Background: an optimization exercise with open tools, aiming at small area. Do not read the settings as production practice.
RTL that was checked went through simulation tests only; none was proved equivalent to the original.
No functional check of the RTL was part of run 1.
No activity file was given, so power comes from the tool's default toggle rates. No driver is modelled on the clock port, so clocking that relies on it looks cheaper here than on a real chip.

--- design/flow/flow/run.sh ---
#!/bin/bash
# Standard layout, with the port buffers made from the smallest buffer cell.
set -euo pipefail
bash standard.sh BUFFER_PORTS_ARGS="-buffer_cell sky130_fd_sc_hd__buf_1" finish > standard_flow.log 2>&1
--- design/flow/standard.sh ---
#!/bin/bash
# synth_recipe.tcl (not shown) runs the flow's synth.tcl, then flattens the netlist and writes it again
# the make line also repeats each setting of config.mk as NAME=value (left out here)
make -C /OpenROAD-flow-scripts/flow DESIGN_CONFIG=/design/flow/config.mk WORK_HOME=/design/flow/orfs CLKGATE_MAP_FILE= SYNTH_SCRIPT=/design/flow/synth_recipe.tcl "${@:-finish}"
--- design/flow/config.mk ---
export PLATFORM = sky130hd
export DESIGN_NAME = gobang_move_arbiter
export DESIGN_NICKNAME = gobang_move_arbiter
export VERILOG_FILES = /design/flow/design.v
export SDC_FILE = /design/flow/constraint.sdc
export NUM_CORES = 4
export LEC_CHECK = 0
export CAP_MARGIN = 20
export CORE_MARGIN = 2
export CORE_UTILIZATION = 70
export CTS_BUF_LIST = sky130_fd_sc_hd__clkbuf_16
export CTS_CLUSTER_DIAMETER = 80
export CTS_CLUSTER_SIZE = 36
export PLACE_DENSITY = 0.8
export SLEW_MARGIN = 20
--- design/flow/constraint.sdc ---
create_clock -name core_clock -period 8.0 [get_ports {clk}]
set_input_delay 1.6000 -clock core_clock [delete_from_list [all_inputs] [get_ports {clk}]]
set_output_delay 1.6000 -clock core_clock [all_outputs]
set_load 0.01 [all_outputs]
--- design/flow/design.v ---
`timescale 1ns/1ps
module gobang_move_arbiter #(
  parameter int HIST_DEPTH = 225,
  parameter int CNT_W      = 8
) (
  input  logic             clk,
  input  logic             rst,
  input  logic             new_game,
  input  logic             p_req,
  input  logic [3:0]       p_i,
  input  logic [3:0]       p_j,
  input  logic             a_req,
  input  logic [3:0]       a_i,
  input  logic [3:0]       a_j,
  input  logic             undo_req,
  input  logic             crt_color,
  input  logic             cell_occupied,
  output logic [3:0]       look_i,
  output logic [3:0]       look_j,
  output logic             data_clr,
  output logic             data_write,
  output logic             data_erase,
  output logic [3:0]       write_i,
  output logic [3:0]       write_j,
  output logic             write_color,
  output logic             p_grant,
  output logic             a_grant,
  output logic             reject,
  output logic             undo_done,
  output logic             busy,
  output logic [CNT_W-1:0] move_count,
  output logic             last_valid,
  output logic [3:0]       last_i,
  output logic [3:0]       last_j
);
  localparam logic ID_PLAYER = 1'b0;
  localparam logic ID_AI     = 1'b1;
  localparam int   NPOS      = HIST_DEPTH + 1;
  logic             st_chk, st_wr, st_clr, st_undo;
  logic             idle, go_clr, go_undo, go_chk;
  logic             pending_clr;
  logic             last_served;
  logic [3:0]       lat_i, lat_j;
  logic             lat_id, lat_color;
  logic [7:0]       sreg [NPOS];
  logic             ofs, sh_dn, sh_up;
  logic             push, pop;
  logic             push_nxt, pop_nxt, ofs_nxt, dn_nxt;
  logic             stack_empty;
  logic [7:0]       top;
  logic             illegal;
  logic             pick_ai;
  assign idle    = ~(st_chk | st_wr | st_clr | st_undo);
  assign go_clr  = idle & pending_clr;
  assign go_undo = idle & ~pending_clr & undo_req;
  assign go_chk  = idle & ~pending_clr & ~undo_req & (p_req | a_req);
  assign stack_empty = (move_count == '0);
  assign top         = ofs ? sreg[1] : ~sreg[0];
  assign {last_i, last_j} = stack_empty ? 8'h00 : top;
  assign last_valid  = ~stack_empty;
  assign busy        = ~idle;
  assign pick_ai = a_req & (~p_req | (last_served == ID_PLAYER));
  assign illegal = cell_occupied | (lat_i > 4'd14) | (lat_j > 4'd14) |
                   (move_count == CNT_W'(HIST_DEPTH));
  assign push = st_wr;
  assign pop  = st_undo & ~stack_empty;
  assign look_i      = st_chk ? lat_i : 4'd0;
  assign look_j      = st_chk ? lat_j : 4'd0;
  assign data_clr    = st_clr;
  assign data_write  = st_wr;
  assign data_erase  = pop;
  assign undo_done   = pop;
  assign write_i     = st_wr ? lat_i : (st_undo ? last_i : 4'd0);
  assign write_j     = st_wr ? lat_j : (st_undo ? last_j : 4'd0);
  assign write_color = st_wr & lat_color;
  assign p_grant     = st_wr & (lat_id == ID_PLAYER);
  assign a_grant     = st_wr & (lat_id == ID_AI);
  assign reject      = (st_chk & illegal) | (st_undo & stack_empty);
  assign push_nxt = st_chk & ~illegal;
  assign pop_nxt  = go_undo & ~stack_empty;
  assign ofs_nxt  = (push | pop) ? ofs : ~ofs;
  assign dn_nxt   = push_nxt | (~pop_nxt & ~ofs_nxt);
  always_ff @(posedge clk or negedge rst) begin
    if (!rst) begin
      st_chk      <= 1'b0;
      st_wr       <= 1'b0;
      st_clr      <= 1'b0;
      st_undo     <= 1'b0;
      pending_clr <= 1'b0;
      last_served <= ID_AI;
      move_count  <= '0;
      ofs         <= 1'b0;
      sh_dn       <= 1'b1;
      sh_up       <= 1'b0;
    end else begin
      st_chk  <= go_chk;
      st_wr   <= push_nxt;
      st_clr  <= go_clr;
      st_undo <= go_undo;
      ofs     <= ofs_nxt;
      sh_dn   <= dn_nxt;
      sh_up   <= ~dn_nxt;
      if (new_game)
        pending_clr <= 1'b1;
      else if (go_clr)
        pending_clr <= 1'b0;
      if (st_wr) begin
        move_count  <= move_count + 1'b1;
        last_served <= lat_id;
      end else if (st_clr) begin
        move_count  <= '0;
      end else if (pop) begin
        move_count  <= move_count - 1'b1;
      end
    end
  end
  always_ff @(posedge clk) begin
    if (idle) begin
      lat_i     <= pick_ai ? a_i : p_i;
      lat_j     <= pick_ai ? a_j : p_j;
      lat_id    <= pick_ai ? ID_AI : ID_PLAYER;
      lat_color <= crt_color;
    end
  end
  always_ff @(posedge clk) begin
    sreg[0] <= ~(({lat_i, lat_j} | {8{sh_up}}) & (sreg[1] | {8{sh_dn}}));
    for (int k = 1; k < NPOS - 1; k++)
      sreg[k] <= ~((sreg[k-1] | {8{sh_up}}) & (sreg[k+1] | {8{sh_dn}}));
    sreg[NPOS-1] <= ~sreg[NPOS-2];
  end
endmodule
==> results of run 1 <==
-- logic make-up (layout without fill, tap and decap cells) --
group / count (synthesis) / after routing / synth area share, %
AOI/OAI and AO/OA: 1832 / 1832 / 22.6
and+or+nand+nor: 70 / 70 / 0.786
xor gates and xnor gates: 7 / 7 / 0.121
DFF: 1835 / 1835 / 72.7
adders and majority gates: 4 / 4 / 0.0985
buffers and inverters: 436 / 176 / 3.28
muxes: 19 / 19 / 0.399
-- Yosys cell counts, types with 3 or more instances --
library cell,n,area share [%]
dfxtp_1,1808,71
o22ai_1,1800,22
clkbuf_1,377,2.8
buf_1,32,0.24
inv_1,21,0.16
nand2_1,16,0.12
nor2_1,16,0.12
dfrtp_1,15,0.74
and2_1,11,0.14
edfxtp_1,10,0.59
mux2_2,10,0.22
mux2i_1,9,0.18
o31ai_1,8,0.12
nand3_1,5,0.049
xor2_1,5,0.086
a22o_1,4,0.069
ha_1,4,0.099
nor4_1,3,0.037
o211ai_1,3,0.044
o21ai_0,3,0.030
or3b_2,3,0.052
-- cell type report --
class / count / area [um2] / share of cell area, %
clock buffer: 57 / 1430 / 2.71
clock inverter: 7 / 98.8 / 0.188
inverter: 23 / 96.3 / 0.183
multi-input combinational: 1932 / 12200 / 23.3
sequential: 1835 / 36900 / 70.2
tap: 950 / 1190 / 2.26
timing repair buffer: 89 / 609 / 1.16
-- flip-flops by register name, summed over array words and instances (netlist names) --
| signal | count |
|---|---|
| st_wr | 1 |
| last_served | 1 |
| lat_id | 1 |
| st_chk | 1 |
| pending_clr | 1 |
| sh_dn | 1 |
| lat_i | 4 |
| sh_up | 1 |
| lat_j | 4 |
| lat_color | 1 |
| ofs | 1 |
| sreg | 1808 |
| st_undo | 1 |
| st_clr | 1 |
| move_count | 8 |
-- cell usage in the layout (no fill, tap or decap), types with 3 or more instances in the layout --
master and instances:
inv_1 22, edfxtp_1 10, a22o_1 4, inv_6 3
o211ai_1 3, buf_12 11, buf_4 9, dfxtp_1 1808
o22ai_1 1800, xor2_1 5, nand3_1 5, mux2_2 10
buf_1 65, o31ai_1 8, nor2_1 16, or3b_2 3
and2_1 11, dfrtp_1 14, nand2_1 16, ha_1 4
clkbuf_16 57, mux2i_1 9, o21ai_0 3
-- worst max path at each step --
stage	endpoint	cells after the start
floorplan	busy	3
global placement	reject	6
detailed placement	reject	6
CTS	busy	4
global route	write_j[1]	8
finish	write_j[1]	8
-- metrics by stage --
stage                     setup WS [ns]  instances  area [um2]  hold slack [ns]
after CTS                          3.59       4891       52500            0.391
final                              3.78       4893       52600            0.389
after global placement             4.13       4827       51000            0.357
after detailed placement           4.11       4827       51000            0.363
after floorplan                    4.27       4203       50800            0.353
after global routing               3.57       4893       52600            0.407
-- metal layers --
metal / share of wire [%] / vias to the layer above / routed length [um]
li1: - / 15677 / -
met1: 51 / 14488 / 38400
met2: 45 / 219 / 34000
met3: 2.3 / 76 / 1760
met4: 1.4 / 0 / 1050
met5: 0 / - / 0
-- power groups by stage --
stage | Clock, mW | Sequential (mW) | Combinational [mW]
final | 3.80 | 17.3 | 7.76
after global routing | 4.22 | 17.9 | 8.75
after CTS | 3.93 | 17.3 | 7.75
after detailed placement | 0 | 17.4 | 7.73
after global placement | 0 | 17.3 | 7.34
after floorplan | 0 | 16.5 | 6.87
==> impl_metrics.tcl, run 1 <==
set metrics [dict create \
    crit_buf_inv 3 \
    arrival_ns 2.62 \
    worstMarginPinSlew_ns 1.25 \
    rows 98 \
    fin_crit_ns 4.22 \
    worst_path_max_delay_cell "or3b_2" \
    gp_congestion 0.778 \
    fillers 4922 \
    ff2ff_path_depth 4 \
    cts.clk_slew.worst_paths_ns 0.12 \
    synth_cell_types 49 \
    swShare_pct 32.8 \
    wl_um 75200 \
    critPathKind "register to output port" \
    hold_depth 1 \
    ys_seq_area_share_pct 72.7 \
    n_antenna_cell 0 \
    slew_headroom_pct 16.6 \
    critPathMaxFanout 10 \
    finalPower_mw 28.8 \
    drcViolationCount 0 \
    dieArea_um2 74700 \
    avgSynthCellArea_um2 12.1 \
    final_nets 3966 \
    synth_area_um2 50800 \
    grt.met3_usage_pct 2.33 \
    grt_pass1_vias 29107 \
    p_int_mw 19.4 \
    slowest_delay_ns 0.52 \
    startpoint "move_count[0]$_DFFE_PN0P_" \
    endpoint_kind "output port" \
    seqPwrFrac_pct 59.9 \
    clock_sinks 1835 \
    netlist_instances 4203 \
    required_ns 6.40 \
    grt_pass1_wl_um 129000 \
    cts_buffers 57 \
    wl_per_cell_um 15.4 \
    firstDrtPassIters 5 \
    yosysWarnings 2 \
    drive_gt1_share_pct 2.79 \
    cellPowerDensity_nw_per_um2 549 \
    vias 30460 \
    syn-num-nets 4231 \
    antenna_left 0 \
    clock.fmax_ghz 0.237 \
    start_util_pct 70.9 \
    initialDrtViolationCount 2003 \
    hp-class "register to register" \
    synth-main-ff-cell "dfxtp_1" \
    antenna_found_initial 0 \
    cp_cell_sequence "inv_1, ha_1, or3b_2, nor2_8, inv_6, nand2_8, o31ai_1, buf_1" \
    leakagePower_nw 19.4 \
    hold_path_end "sreg[225][7]$_DFF_P_" \
    status "finished clean" \
    die_h_um 273 \
    synth_edf_count 10 \
    final.period_utilization_pct 52.7 \
    core_um2 71600 \
    grt_use_total_pct 19.4 \
    cts.repair.resized 0 \
    die_w_um 273 \
    min_from "sreg[224][7]$_DFF_P_" \
    htreeDepth 2 \
    hold_viol_final 0 \
    rsz0062_at_grt "false" \
    ctsHoldBuffers 0 \
    dp_hpwl_um 41400 \
    drv_slew 0 \
    utilization_pct 73.4 \
    portBuffers 65 \
    met2_usage_pct 33.4 \
    post-cts-setup-buffers 0 \
    async_reset_ff_share_pct 0.926 \
    overflow 0 \
    setup-tns-final_ns 0 \
    ys_seq_elements 1835 \
    combPwrFrac_pct 26.9 \
    root_buffer "clkbuf_16" \
    clock_path_buffers 3 \
    reg2reg_slack_ns 4.81 \
    maxCapViolations 0 \
    timing.rr.start "sh_dn$_DFF_PN1_" \
    pwr-share-clk_pct 13.2 \
    ios 66 \
    startpoint_type "register" \
    globalRouteMet1Util_pct 26.7 \
    clk_latency_ns 0.66 \
    p_switching_mw 9.47 \
    top_usage_layer "met2" \
    setup_viol 0 \
    clock_skew_ns 0.0159 \
    peakVddDrop_v 0.000380 \
    routed_via_density 6.23 \
    critical_path.top_delay_family "simple AND/OR/NAND/NOR gates" \
    area_growth_pct 3.49 \
    regToRegEndpoint "sreg[158][4]$_DFF_P_" \
    cts_tree "done" \
    grt_max_degree 300 \
]
==> inputs of run 2 (changes only) <==
--- a/design/flow/design.v
+++ b/design/flow/design.v
@@ -82,2 +82,13 @@
   assign dn_nxt   = push_nxt | (~pop_nxt & ~ofs_nxt);
+  logic [CNT_W-1:0] cnt_tgl;
+  always_comb begin
+    logic all1, all0;
+    all1 = st_wr;
+    all0 = pop;
+    for (int k = 0; k < CNT_W; k++) begin
+      cnt_tgl[k] = all1 | all0;
+      all1 = all1 & move_count[k];
+      all0 = all0 & ~move_count[k];
+    end
+  end
   always_ff @(posedge clk or negedge rst) begin
@@ -106,10 +117,5 @@
         pending_clr <= 1'b0;
-      if (st_wr) begin
-        move_count  <= move_count + 1'b1;
+      if (st_wr)
         last_served <= lat_id;
-      end else if (st_clr) begin
-        move_count  <= '0;
-      end else if (pop) begin
-        move_count  <= move_count - 1'b1;
-      end
+      move_count <= {CNT_W{~st_clr}} & (move_count ^ cnt_tgl);
     end
==> design/flow/flow/run.sh (replaced) <==
#!/bin/bash
# Standard layout, with the port buffers made from the smallest buffer cell and
# clock tree synthesis without dummy loads.
set -euo pipefail
bash standard.sh BUFFER_PORTS_ARGS="-buffer_cell sky130_fd_sc_hd__buf_1" \
  CTS_ARGS="-sink_clustering_enable -repair_clock_nets -sink_clustering_size 38 -sink_clustering_max_diameter 80 -buf_list sky130_fd_sc_hd__clkbuf_16 -dont_use_dummy_load" \
  finish > standard_flow.log 2>&1
--- a/design/flow/config.mk
+++ b/design/flow/config.mk
@@ -13,3 +13,3 @@
 export CTS_CLUSTER_SIZE = 36
-export PLACE_DENSITY = 0.8
+export PLACE_DENSITY = 0.75
 export SLEW_MARGIN = 20
==> run 2 against run 1 <==
  * Non-clock buffer count down 4
  * Via count decreased by 0.77%
  * Final cell count shrank 0.72%
  * Combinational power down 2%
  * Power fell by 1.3%
  * Clock power is 5% lower
  * Utilization down 0.46 points
  * Final area fell by 0.62%
  * Sequential power about the same
  * Critical path depth is 5 lower
  * Critical path type unchanged
  * Die area decreased by 0.20%
==> impl_metrics.tcl, run 2 <==
set metrics [dict create \
    status "finished clean" \
    dp.cells 4802 \
    start_util_pct 70.8 \
    ys_seq_elements 1835 \
    antenna_found_initial 0 \
    firstDrtPassIters 5 \
    hold_depth 1 \
    startpoint_type "register" \
    final_nets 3934 \
    ff2ff_path_depth 3 \
    clock_skew_ns 0.0517 \
    fin_crit_ns 4.18 \
    synth_area_um2 50700 \
    top_register "sreg" \
    die_h_um 273 \
    hold_path_end "sreg[176][7]$_DFF_P_" \
    netlist_instances 4180 \
    synth_common_cells "dfxtp_1 (1808), o22ai_1 (1800), clkbuf_1 (381), buf_1 (20), inv_1 (20)" \
    synth-main-ff-cell "dfxtp_1" \
    overflow 0 \
    crit_buf_inv 2 \
    critPathMaxFanout 29 \
    synth_cell_types 51 \
    rsz0062_at_grt "false" \
    dieArea_um2 74600 \
    regToRegEndpoint "sreg[172][4]$_DFF_P_" \
    leakagePower_nw 19.2 \
    area_growth_pct 3.06 \
    avgSynthCellArea_um2 12.1 \
    worstMarginPinSlew_ns 1.25 \
    grt_pass1_vias 29129 \
    cp_cell_sequence "nor4_4, inv_1, buf_1" \
    grt_max_degree 316 \
    arrival_ns 2.58 \
    wl_per_cell_um 15.7 \
    drcViolationCount 0 \
    mostFrequentLayoutCells "dfxtp_1 (1808), o22ai_1 (1800), buf_1 (65)" \
    portBuffers 65 \
    clock_sinks 1835 \
    clk_latency_ns 0.66 \
    cts.repair.resized 0 \
    hp-class "register to register" \
    root_buffer "clkbuf_16" \
    syn-num-nets 4204 \
    min_from "sreg[175][7]$_DFF_P_" \
    final_common_cell "dfxtp_1" \
    peakVddDrop_v 0.000371 \
    drv_slew 0 \
    initialDrtViolationCount 1791 \
    vias 30224 \
    wl_um 76200 \
    cellPowerDensity_nw_per_um2 545 \
    grt_pass1_wl_um 131000 \
    critPathKind "register to output port" \
    die_w_um 273 \
    htreeDepth 2 \
    required_ns 6.40 \
    cts.clk_slew.worst_paths_ns 0.13 \
    routed_via_density 6.22 \
    ys_seq_area_share_pct 72.8 \
    cts_buffers 55 \
    core_um2 71600 \
    instances_no_fill 4858 \
    antenna_left 0 \
    reg2reg_slack_ns 4.68 \
    timing.rr.start "sh_dn$_DFF_PN1_" \
    drive_gt1_share_pct 2.56 \
    ios 66 \
    hold_viol_final 0 \
    fin_area_um2 52300 \
    cts_tree "done" \
    setup_viol 0 \
    grt_use_total_pct 19.7 \
    yosysWarnings 2 \
    setup-tns-final_ns 0 \
    hold_ws_ns 0.388 \
    synth.most_common_cell "dfxtp_1" \
    clock_path_buffers 3 \
    critical_path.top_delay_family "simple AND/OR/NAND/NOR gates" \
    endpoint_kind "output port" \
    synth_edf_count 10 \
    top_regs "sreg (1808), move_count (8)" \
    n_antenna_cell 0 \
    final.period_utilization_pct 52.3 \
    post-cts-setup-buffers 0 \
    netlist.area_leader.share_pct 71.4 \
    slowest_delay_ns 0.81 \
    async_reset_ff_share_pct 0.926 \
    clock.fmax_ghz 0.239 \
    rows 98 \
    slew_headroom_pct 16.6 \
    finalPower_mw 28.5 \
    synth_area_leaders "dfxtp_1 (71%), o22ai_1 (22%), clkbuf_1 (2.8%)" \
    synth_top_area_cell "dfxtp_1" \
    largest_reg_flops 1808 \
    gp_congestion 0.796 \
    ctsHoldBuffers 0 \
    worst_path_max_delay_cell "nor4_4" \
    placement.cell_area_um2 50800 \
    dp_hpwl_um 44200 \
    maxCapViolations 0 \
]
[run 2: area by class of cell]
type                       count  area, um2
clock buffer                  55       1380
multi-input combinational   1913      12100
tap                          950       1190
timing repair buffer          85        554
fill                        4753      19400
inverter                      20       75.1
sequential                  1835      36900
[run 2: worst reg2reg max path, stage by stage, from the launching register on]
cell and delay [ns]:
dfstp_4 1.35, buf_4 0.70, buf_4 0.83, o22ai_1 0.25
[run 2: per-stage QoR]
stage               setup slack, ns  util, %
floorplan                      4.33        -
global placement               4.11     71.0
detailed placement             4.13     71.0
CTS                            3.77     72.9
global route                   3.64     73.0
finish                         3.82     73.0
[run 2: cell families after synthesis]
kind of cell / after synthesis / synth area share (%)
mux: 20 / 0.424
compound gates: 1828 / 22.7
simple gates: 64 / 0.760
flops: 1835 / 72.8
xor+xnor: 1 / 0.0173
buf+inv: 432 / 3.25
[run 2: report_power, final]
| group | internal, mW | switching (mW) | total, mW |
|---|---|---|---|
| combinational | 3.48 | 4.10 | 7.58 |
| sequential | 14.4 | 2.87 | 17.3 |
| clock | 1.25 | 2.37 | 3.62 |
[run 2: worst max path at each step]
stage                          from      to  slack (ns)  depth (start not counted)
floorplan             cell_occupied  reject        4.33                          3
global placement      cell_occupied  reject        4.11                          5
detailed placement    cell_occupied  reject        4.13                          5
CTS                 st_wr$_DFF_PN0_    busy        3.77                          3
global route        st_wr$_DFF_PN0_    busy        3.64                          3
finish              st_wr$_DFF_PN0_    busy        3.82                          3
[run 2: layer usage]
metal / up-vias / global-route usage [%] / share of wire, % / wire, um
li1: 15585 / - / - / -
met1: 14284 / 27.0 / 49 / 37000
met2: 276 / 34.2 / 48 / 36200
met3: 79 / 2.36 / 2.5 / 1880
met4: 0 / 3.87 / 1.4 / 1100
met5: - / 0 / 0 / 0
==> inputs of run 3 (changes only) <==
==> design/flow/flow/run.sh (replaced) <==
#!/bin/bash
# Standard layout, with the port buffers made from the smallest buffer cell and
# clock tree synthesis without dummy loads.
set -euo pipefail
bash standard.sh BUFFER_PORTS_ARGS="-buffer_cell sky130_fd_sc_hd__buf_1" \
  CTS_ARGS="-sink_clustering_enable -repair_clock_nets -sink_clustering_size 36 -sink_clustering_max_diameter 80 -buf_list sky130_fd_sc_hd__clkbuf_16 -dont_use_dummy_load" \
  finish > standard_flow.log 2>&1
--- a/design/flow/config.mk
+++ b/design/flow/config.mk
@@ -13,3 +13,3 @@
 export CTS_CLUSTER_SIZE = 36
-export PLACE_DENSITY = 0.75
+export PLACE_DENSITY = 0.8
 export SLEW_MARGIN = 20
==> run 3 against run 2 <==
  * Still clean
  * Register-to-register slack better by 0.21 ns
  * Area after synthesis unchanged
  * Clock power up 3%
  * Final cell count grew 0.14%
  * Setup slack got worse by 0.041 ns
  * Final area rose by 0.11%
  * Flip-flop and latch count did not move
  * Via count about the same
  * Sequential power about the same
  * Power hardly changed
  * Maximum frequency down 0.98%
  * Critical path type unchanged
  * Largest cell class unchanged
==> impl_metrics.tcl, run 3 <==
set metrics [dict create \
    dp_hpwl_um 42200 \
    worst_slack_ns 3.78 \
    drive_gt1_share_pct 2.73 \
    initialDrtViolationCount 2059 \
    arrival_ns 2.62 \
    critPathKind "register to output port" \
    antenna_left 0 \
    final.period_utilization_pct 52.8 \
    synth_area_um2 50700 \
    cellPowerDensity_nw_per_um2 545 \
    die_h_um 273 \
    ys_seq_elements 1835 \
    gp_congestion 0.787 \
    drcViolationCount 0 \
    netlist_instances 4180 \
    grt_use_total_pct 19.6 \
    yosysWarnings 2 \
    ios 66 \
    hp-class "register to register" \
    root_buffer "clkbuf_16" \
    fin_crit_ns 4.22 \
    die_w_um 273 \
    area_growth_pct 3.18 \
    ctsHoldBuffers 0 \
    rows 98 \
    hold_viol_final 0 \
    cts.repair.resized 0 \
    rsz0062_at_grt "false" \
    largest_reg_flops 1808 \
    post-cts-setup-buffers 0 \
    synth_cell_types 51 \
    synth_common_cells "dfxtp_1 (1808), o22ai_1 (1800), clkbuf_1 (381), buf_1 (20), inv_1 (20)" \
    place_ws_ns 4.11 \
    startpoint_type "register" \
    synth_top_area_cell "dfxtp_1" \
    synth_edf_count 10 \
    grt_pass1_vias 28761 \
    cts_tree "done" \
    netlist.area_leader.share_pct 71.4 \
    syn-num-nets 4204 \
    worstMarginPinSlew_ns 1.11 \
    start_util_pct 70.8 \
    critPathMaxFanout 29 \
    antenna_found_initial 0 \
    avgSynthCellArea_um2 12.1 \
    leakagePower_nw 19.2 \
    clk_latency_ns 0.65 \
    setup_viol 0 \
    drv_slew 0 \
    required_ns 6.40 \
    wl_um 76100 \
    routed_via_density 6.21 \
    async_reset_ff_share_pct 0.926 \
    vias 30204 \
    slew_headroom_pct 26.0 \
    hold_ws_ns 0.376 \
    wl_per_cell_um 15.6 \
    top_regs "sreg (1808), move_count (8)" \
    grt_max_degree 273 \
    portBuffers 65 \
    fillers 4912 \
    maxCapViolations 0 \
    htreeDepth 2 \
    grt_pass1_wl_um 130000 \
    clock_skew_ns 0.0581 \
    n_antenna_cell 0 \
    status "finished clean" \
    final_nets 3941 \
    cts_buffers 58 \
    synth.most_common_cell "dfxtp_1" \
    clock_path_buffers 3 \
    ys_seq_area_share_pct 72.8 \
    overflow 0 \
    cts.clk_slew.worst_paths_ns 0.12 \
    mostFrequentLayoutCells "dfxtp_1 (1808), o22ai_1 (1800), buf_1 (65)" \
    peakVddDrop_v 0.000476 \
    synth_area_leaders "dfxtp_1 (71%), o22ai_1 (22%), clkbuf_1 (2.8%)" \
    setup-tns-final_ns 0 \
    synth-main-ff-cell "dfxtp_1" \
    core_um2 71600 \
    clock_sinks 1835 \
    dieArea_um2 74600 \
    firstDrtPassIters 5 \
    top_register "sreg" \
    endpoint_kind "output port" \
    final_common_cell "dfxtp_1" \
    clock.fmax_ghz 0.237 \
]
run 3: cell count changes in the layout (fill, tap and decap cells not counted), sizes merged:
cell | before | now
clkbuf | 55 | 58
buf | 85 | 89
run 3: area by class of cell:
class / count / area [um2] / share of cell area [%]
well taps: 950 / 1190 / 2.27
multi-input cells: 1913 / 12100 / 23.2
flip-flops and latches: 1835 / 36900 / 70.6
clock buffers: 58 / 1450 / 2.77
inverters: 20 / 75.1 / 0.144
repair buffers: 89 / 537 / 1.03
run 3: routing by layer:
metal	up-vias	share of wire [%]	routed length, um	global-route usage [%]
met1	14304	51	38800	27.5
met2	238	45	34300	33.2
met5	-	0	0	0
li1	15592	-	-	-
met3	70	2.6	1990	2.64
met4	0	1.3	954	3.48
run 3: worst max-delay path: stages, from the launching register on:
cell and delay [ns]:
dfrtp_1 0.73, nor4_4 0.84, inv_1 0.22, buf_1 0.18
run 3: through the flow:
stage          total power, mW  util [%]  instance area [um2]  instances
2_1_floorplan             23.1         -                50700       4180
3_3_place_gp              24.4      71.0                50900       4807
3_5_place_dp              24.9      71.0                50900       4807
4_1_cts                   28.6      73.0                52300       4865
5_1_grt                   30.4      73.0                52300       4865
6_report                  28.5      73.0                52300       4865
run 3: logic make-up after synthesis:
family	count (synthesis)	synth area share [%]
xor+xnor	1	0.0173
mux	20	0.424
buf+inv	432	3.25
flops	1835	72.8
simple gates	64	0.760
compound gates	1828	22.7
run 3: final timing paths:
check                           slack [ns]  cells after the start            startpoint                       to
worst min register to register        0.38                      1  sreg[177][5]$_DFF_P_     sreg[176][5]$_DFF_P_
worst min-delay path                  0.38                      1  sreg[177][5]$_DFF_P_     sreg[176][5]$_DFF_P_
max in group asynchronous             6.24                      1                   rst          sh_up$_DFF_PN0_
min in group asynchronous             1.05                      1                   rst  move_count[5]$_DFF_PN0_
worst max register to register        4.89                      3       sh_dn$_DFF_PN1_     sreg[193][1]$_DFF_P_
worst max-delay path                  3.78                      3       st_wr$_DFF_PN0_                     busy
run 3: where the power goes:
group          switching (mW)  leakage [nW]  internal (mW)
Sequential               2.88          15.6           14.4
Combinational            4.03          2.93           3.46
Clock                    2.41         0.715           1.32
Total                    9.32          19.2           19.2
==> inputs of run 4 (changes only) <==
==> design/flow/flow/run.sh (replaced) <==
#!/bin/bash
# Standard layout, with the port buffers made from the smallest buffer cell and
# clock tree synthesis without dummy loads.
set -euo pipefail
bash standard.sh BUFFER_PORTS_ARGS="-buffer_cell sky130_fd_sc_hd__buf_1" \
  CTS_ARGS="-sink_clustering_enable -repair_clock_nets -sink_clustering_size 37 -sink_clustering_max_diameter 80 -buf_list sky130_fd_sc_hd__clkbuf_16 -dont_use_dummy_load" \
  finish > standard_flow.log 2>&1
==> run 4 against run 3 <==
  * Via count up 0.20%
  * Count of clock-buffer cells in the layout down 2
  * Hold slack worse by 0.019 ns
  * Global-route usage about the same
  * Highest routed layer unchanged
  * Sequential share of layout area up 0.068 points
  * Synthesized cell count unchanged
  * Register-to-register slack about the same
  * Critical path type unchanged
  * Non-clock buffer count unchanged
  * Maximum frequency down 0.40%
  * Still clean on timing, DRC and antenna
==> impl_metrics.tcl, run 4 <==
set metrics [dict create \
    status "finished clean" \
    antenna_left 0 \
    slew_headroom_pct 24.9 \
    antenna_found_initial 0 \
    synth_area_leaders "dfxtp_1 (71%), o22ai_1 (22%), clkbuf_1 (2.8%)" \
    maxCapViolations 0 \
    ys_seq_elements 1835 \
    regToRegEndpoint "sreg[193][1]$_DFF_P_" \
    cts_buffers 56 \
    drv_slew 0 \
    largest_reg_flops 1808 \
    die_w_um 273 \
    placement.cell_area_um2 50900 \
    worst_path_max_delay_cell "nor4_4" \
    cts_tree "done" \
    core_um2 71600 \
    portBuffers 65 \
    arrival_ns 2.64 \
    met2_usage_pct 33.1 \
    root_buffer "clkbuf_16" \
    clock_path_buffers 3 \
    synth-compound-area-share_pct 22.7 \
    synth_adder_area_share_pct 0 \
    netlist.area_leader.share_pct 71.4 \
    syn-num-nets 4204 \
    crit_buf_inv 2 \
    yosysWarnings 2 \
    vias 30264 \
    htreeDepth 2 \
    yosys.area_share.simple_pct 0.760 \
    firstDrtPassIters 4 \
    hold_viol_final 0 \
    routed_via_density 6.22 \
    critPathMaxFanout 29 \
    final_nets 3939 \
    initialDrtViolationCount 2045 \
    clock_sinks 1835 \
    critPathKind "register to output port" \
    avgSynthCellArea_um2 12.1 \
    dieArea_um2 74600 \
    critical_path.top_delay_family "simple AND/OR/NAND/NOR gates" \
    start_util_pct 70.8 \
    synth_xor_area_share_pct 0.0173 \
    worstMarginPinSlew_ns 1.13 \
    grt.met3_usage_pct 2.68 \
    synth_edf_count 10 \
    hold_path_end "sreg[224][1]$_DFF_P_" \
    final_common_cell "dfxtp_1" \
    top_register "sreg" \
    final.period_utilization_pct 53.0 \
    overflow 0 \
    clock.fmax_ghz 0.236 \
    synth_area_um2 50700 \
    drcViolationCount 0 \
    ios 66 \
    post-cts-setup-buffers 0 \
    synth_top_family_by_area "compound AO/OA/AOI/OAI gates" \
    async_reset_ff_share_pct 0.926 \
    endpoint_kind "output port" \
    netlist_instances 4180 \
    synth_top_area_cell "dfxtp_1" \
    synth.most_common_cell "dfxtp_1" \
    hp-class "register to register" \
    top_regs "sreg (1808), move_count (8)" \
    fin_crit_ns 4.24 \
    drive_gt1_share_pct 2.68 \
    fin_area_um2 52300 \
    cts.repair.resized 0 \
    mostFrequentLayoutCells "dfxtp_1 (1808), o22ai_1 (1800), buf_1 (65)" \
    setup_viol 0 \
    fillers 4888 \
    synth_common_cells "dfxtp_1 (1808), o22ai_1 (1800), clkbuf_1 (381), buf_1 (20), inv_1 (20)" \
    timing.rr.start "sh_dn$_DFF_PN1_" \
    rsz0062_at_grt "false" \
    grt_pass1_vias 28704 \
    die_h_um 273 \
    cts.clk_slew.worst_paths_ns 0.12 \
    gp_congestion 0.787 \
    finalPower_mw 28.4 \
    hold_depth 1 \
    globalRouteMet1Util_pct 27.4 \
    setup-tns-final_ns 0 \
    clk_latency_ns 0.67 \
    dp_hpwl_um 42200 \
    leakagePower_nw 19.2 \
    required_ns 6.40 \
    ctsHoldBuffers 0 \
    top_usage_layer "met2" \
    grt_pass1_wl_um 130000 \
    ff2ff_path_depth 3 \
    peakVddDrop_v 0.000479 \
    synth-main-ff-cell "dfxtp_1" \
    area_growth_pct 3.08 \
    synthMuxAreaShare_pct 0.424 \
    n_antenna_cell 0 \
    ys_seq_area_share_pct 72.8 \
    synth_cell_types 51 \
    cellPowerDensity_nw_per_um2 544 \
    cp_cell_sequence "nor4_4, inv_1, buf_1" \
    reg2reg_slack_ns 4.89 \
    grt_max_degree 273 \
    wl_per_cell_um 15.6 \
    slowest_delay_ns 0.83 \
    clock_skew_ns 0.0588 \
    grt_use_total_pct 19.6 \
    utilization_pct 73.0 \
    wl_um 75700 \
    startpoint_type "register" \
    min_from "sreg[225][1]$_DFF_P_" \
    rows 98 \
]
-- run 4: cell counts after synthesis --
Identical to the previous run, type by type.
-- run 4: cell families after synthesis --
group	count (synthesis)
mux	20
compound gates	1828
flops	1835
simple gates	64
xor+xnor	1
buf+inv	432
-- run 4: how the worst max path moves through the flow --
stage,startpoint,endpoint,cells after the start
3_3_place_gp,cell_occupied,reject,5
3_5_place_dp,cell_occupied,reject,5
2_1_floorplan,cell_occupied,reject,3
6_report,st_wr$_DFF_PN0_,busy,3
4_1_cts,st_wr$_DFF_PN0_,busy,3
5_1_grt,st_wr$_DFF_PN0_,busy,3
-- run 4: final cells by class --
| type | instances | area, um2 | area share (%) |
|---|---|---|---|
| Sequential cell | 1835 | 36900 | 70.7 |
| Clock buffer | 56 | 1400 | 2.68 |
| Tap cell | 950 | 1190 | 2.27 |
| Multi-Input combinational cell | 1913 | 12100 | 23.2 |
| Inverter | 20 | 75.1 | 0.144 |
| Timing Repair Buffer | 89 | 537 | 1.03 |
-- run 4: per-stage QoR --
step | hold slack [ns] | worst slack, ns | cells
global route | 0.371 | 3.56 | 4863
CTS | 0.367 | 3.70 | 4863
finish | 0.357 | 3.76 | 4863
global placement | 0.358 | 4.10 | 4807
detailed placement | 0.364 | 4.11 | 4807
floorplan | 0.353 | 4.33 | 4180
-- run 4: metal layers --
| metal | vias to the layer above | part of all wire (%) |
|---|---|---|
| li1 | 15588 | - |
| met1 | 14355 | 51 |
| met2 | 242 | 45 |
| met3 | 79 | 2.6 |
| met4 | 0 | 1.4 |
| met5 | - | 0 |
-- run 4: where the power goes --
group / switching (mW) / internal, mW / total (mW)
Clock: 2.41 / 1.27 / 3.68
Combinational: 4.02 / 3.46 / 7.47
Sequential: 2.88 / 14.4 / 17.3
==> inputs of run 5 (changes only) <==
--- a/design/flow/config.mk
+++ b/design/flow/config.mk
@@ -9,3 +9,3 @@
 export CORE_MARGIN = 2
-export CORE_UTILIZATION = 70
+export CORE_UTILIZATION = 60
 export CTS_BUF_LIST = sky130_fd_sc_hd__clkbuf_16
@@ -13,3 +13,3 @@
 export CTS_CLUSTER_SIZE = 36
-export PLACE_DENSITY = 0.8
+export PLACE_DENSITY = 0.7
 export SLEW_MARGIN = 20
==> run 5 against run 4 <==
  * Highest routed layer unchanged
  * Combinational power barely moved
  * Final area rose by 0.74%
  * Still clean on timing, DRC and antenna
  * Largest power group unchanged
  * Area after synthesis stayed put
  * Synthesized cell count is the same
  * Critical path depth grew 2
==> impl_metrics.tcl, run 5 <==
set metrics [dict create \
    ctsHoldBuffers 0 \
    drive_gt1_share_pct 2.86 \
    root_buffer "clkbuf_16" \
    antenna_left 0 \
    netlist.area_leader.share_pct 71.4 \
    worstMarginPinSlew_ns 1.08 \
    rsz0062_at_grt "false" \
    startpoint_type "primary input" \
    status "finished clean" \
    setup-tns-final_ns 0 \
    worst_path_max_delay_cell "a41oi_1" \
    mostFrequentLayoutCells "dfxtp_1 (1808), o22ai_1 (1800), buf_1 (64)" \
    hold_viol_final 0 \
    clock_sinks 1835 \
    cts.clk_slew.worst_paths_ns 0.12 \
    cts.repair.resized 0 \
    synth_common_cells "dfxtp_1 (1808), o22ai_1 (1800), clkbuf_1 (381), buf_1 (20), inv_1 (20)" \
    cp_cell_sequence "buf_1, a41oi_1, nand3_1, a22o_1, buf_1" \
    initialDrtViolationCount 1765 \
    core_um2 83700 \
    peakVddDrop_v 0.000456 \
    die_h_um 295 \
    gp_congestion 0.692 \
    antenna_found_initial 0 \
    top_register "sreg" \
    globalRouteMet1Util_pct 23.8 \
    syn-num-nets 4204 \
    instances_no_fill 5053 \
    cts_tree "done" \
    ys_seq_area_share_pct 72.8 \
    ys_seq_elements 1835 \
    clock_path_buffers 3 \
    critPathKind "primary input to output port" \
    portBuffers 65 \
    firstDrtPassIters 7 \
    grt.met3_usage_pct 2.10 \
    grt_max_degree 294 \
    synth_cell_types 51 \
    vias 30104 \
    netlist_instances 4180 \
    rows 106 \
    synth_edf_count 10 \
    top_regs "sreg (1808), move_count (8)" \
    critPathMaxFanout 2 \
    drv_slew 0 \
    synth_area_um2 50700 \
    wl_per_cell_um 15.2 \
    ff2ff_path_depth 3 \
    cp.depth 5 \
    cellPowerDensity_nw_per_um2 541 \
    grt_use_total_pct 17.1 \
    n_antenna_cell 0 \
    dp_hpwl_um 42900 \
    synth_top_area_cell "dfxtp_1" \
    grt_pass1_wl_um 132000 \
    critical_path.top_delay_family "compound AO/OA/AOI/OAI gates" \
    crit_buf_inv 2 \
    reg2reg_slack_ns 4.97 \
    required_ns 6.40 \
    synth_area_leaders "dfxtp_1 (71%), o22ai_1 (22%), clkbuf_1 (2.8%)" \
    final_nets 3945 \
    ios 66 \
    hp-class "register to register" \
    final_common_cell "dfxtp_1" \
    setup_viol 0 \
    clk_latency_ns 0.67 \
    hold_ws_ns 0.332 \
    top_usage_layer "met2" \
    endpoint_kind "output port" \
    met2_usage_pct 28.6 \
    cts_buffers 58 \
    post-cts-setup-buffers 0 \
    dieArea_um2 86800 \
    hold_depth 1 \
    worst_path_most_repeated_cell "buf_1" \
    arrival_ns 2.75 \
    overflow 0 \
    synth.most_common_cell "dfxtp_1" \
    area_growth_pct 3.85 \
    start_util_pct 60.6 \
    avgSynthCellArea_um2 12.1 \
    clock_skew_ns 0.0814 \
    fin_crit_ns 4.35 \
    synth-main-ff-cell "dfxtp_1" \
    maxCapViolations 0 \
    dp.cells 4992 \
    clock.fmax_ghz 0.230 \
    fillers 6696 \
    routed_via_density 5.96 \
    async_reset_ff_share_pct 0.926 \
    htreeDepth 2 \
    drcViolationCount 0 \
    wl_um 76600 \
    final.period_utilization_pct 54.3 \
    grt_pass1_vias 29143 \
    die_w_um 295 \
    slowest_delay_ns 0.52 \
    largest_reg_flops 1808 \
    slew_headroom_pct 28.3 \
    leakagePower_nw 19.3 \
    yosysWarnings 2 \
]
[run 5: worst paths after layout]
kind / startpoint / endpoint
worst max-delay path: cell_occupied / reject
worst max register to register: sh_dn$_DFF_PN1_ / sreg[89][4]$_DFF_P_
max in group asynchronous: rst / sh_up$_DFF_PN0_
worst min-delay path: sreg[22][3]$_DFF_P_ / sreg[21][3]$_DFF_P_
worst min register to register: sreg[22][3]$_DFF_P_ / sreg[21][3]$_DFF_P_
min in group asynchronous: rst / pending_clr$_DFFE_PN0P_
[run 5: cells by family after synthesis]
group | share of synthesized area, %
DFF | 72.8
AOI/OAI and AO/OA | 22.7
buffers and inverters | 3.25
and+or+nand+nor | 0.760
muxes | 0.424
xor gates and xnor gates | 0.0173
[run 5: area by class of cell]
cell class | instances | area [um2] | area share, %
Multi-Input combinational cell | 1913 | 12100 | 23.0
Inverter | 20 | 75.1 | 0.143
Timing Repair Buffer | 93 | 646 | 1.23
Tap cell | 1134 | 1420 | 2.70
Clock buffer | 58 | 1450 | 2.76
Sequential cell | 1835 | 36900 | 70.1
[run 5: report_power, final]
group	leakage [nW]	switching, mW	internal [mW]	total, mW
Combinational	2.98	3.99	3.50	7.49
Sequential	15.6	2.86	14.4	17.3
Clock	0.715	2.42	1.31	3.74
[run 5: metrics by stage]
stage | cell area [um2] | setup slack, ns | util, % | power, mW
floorplan | 50700 | 4.33 | - | 23.1
global placement | 51100 | 3.60 | 61.1 | 24.5
detailed placement | 51100 | 3.60 | 61.1 | 24.9
CTS | 52600 | 3.59 | 62.8 | 28.7
global route | 52600 | 3.60 | 62.9 | 30.5
finish | 52600 | 3.65 | 62.9 | 28.5
[run 5: per-layer routing]
metal	share of wire, %	routed length (um)	vias to the layer above
met2	44	33400	143
met1	53	40300	14283
li1	-	-	15595
met5	0	0	-
met3	2.1	1600	83
met4	1.6	1260	0

[what the ideal ports hide]
Ports are ideal in the flow. The routed layouts listed here were re-timed in OpenROAD.
Step 1 (the two cells are an assumption about what drives the block):
set clk [get_ports {clk}]
set_driving_cell -lib_cell sky130_fd_sc_hd__clkbuf_16 $clk
set_driving_cell -lib_cell sky130_fd_sc_hd__buf_2 [delete_from_list [all_inputs] $clk]
Step 2, shift: input delay + t, output delay - t, t = (earliest + latest rising clock arrival at the registers) / 2. This alone moves slack from input paths to output paths.
Slacks: ideal ports / drivers / drivers and shift; pairs: ideal ports / drivers.
| run | shift t [ns] | setup WS [ns] | worst setup path after step 2 | latest minus earliest clock arrival (ns) | worst slew at a driven data input, ns |
|---|---|---|---|---|---|
| run 1 | 0.720 | 3.783 / 3.716 / 4.089 | input to output | 0.020 / 0.019 | 0.04 |
| run 2 | 0.706 | 3.818 / 3.753 / 4.105 | input to output | 0.059 / 0.058 | 0.04 |
| run 3 | 0.701 | 3.776 / 3.707 / 4.073 | input to output | 0.079 / 0.079 | 0.04 |
| run 4 | 0.706 | 3.759 / 3.695 / 4.073 | input to output | 0.060 / 0.059 | 0.04 |
| run 5 | 0.694 | 3.654 / 3.634 / 3.634 | input to output | 0.088 / 0.088 | 0.04 |
After both steps every run listed still meets setup and hold. For run 5, which loses most, drivers alone change the setup slack by -0.020 ns; drivers and shift together by -0.020 ns.
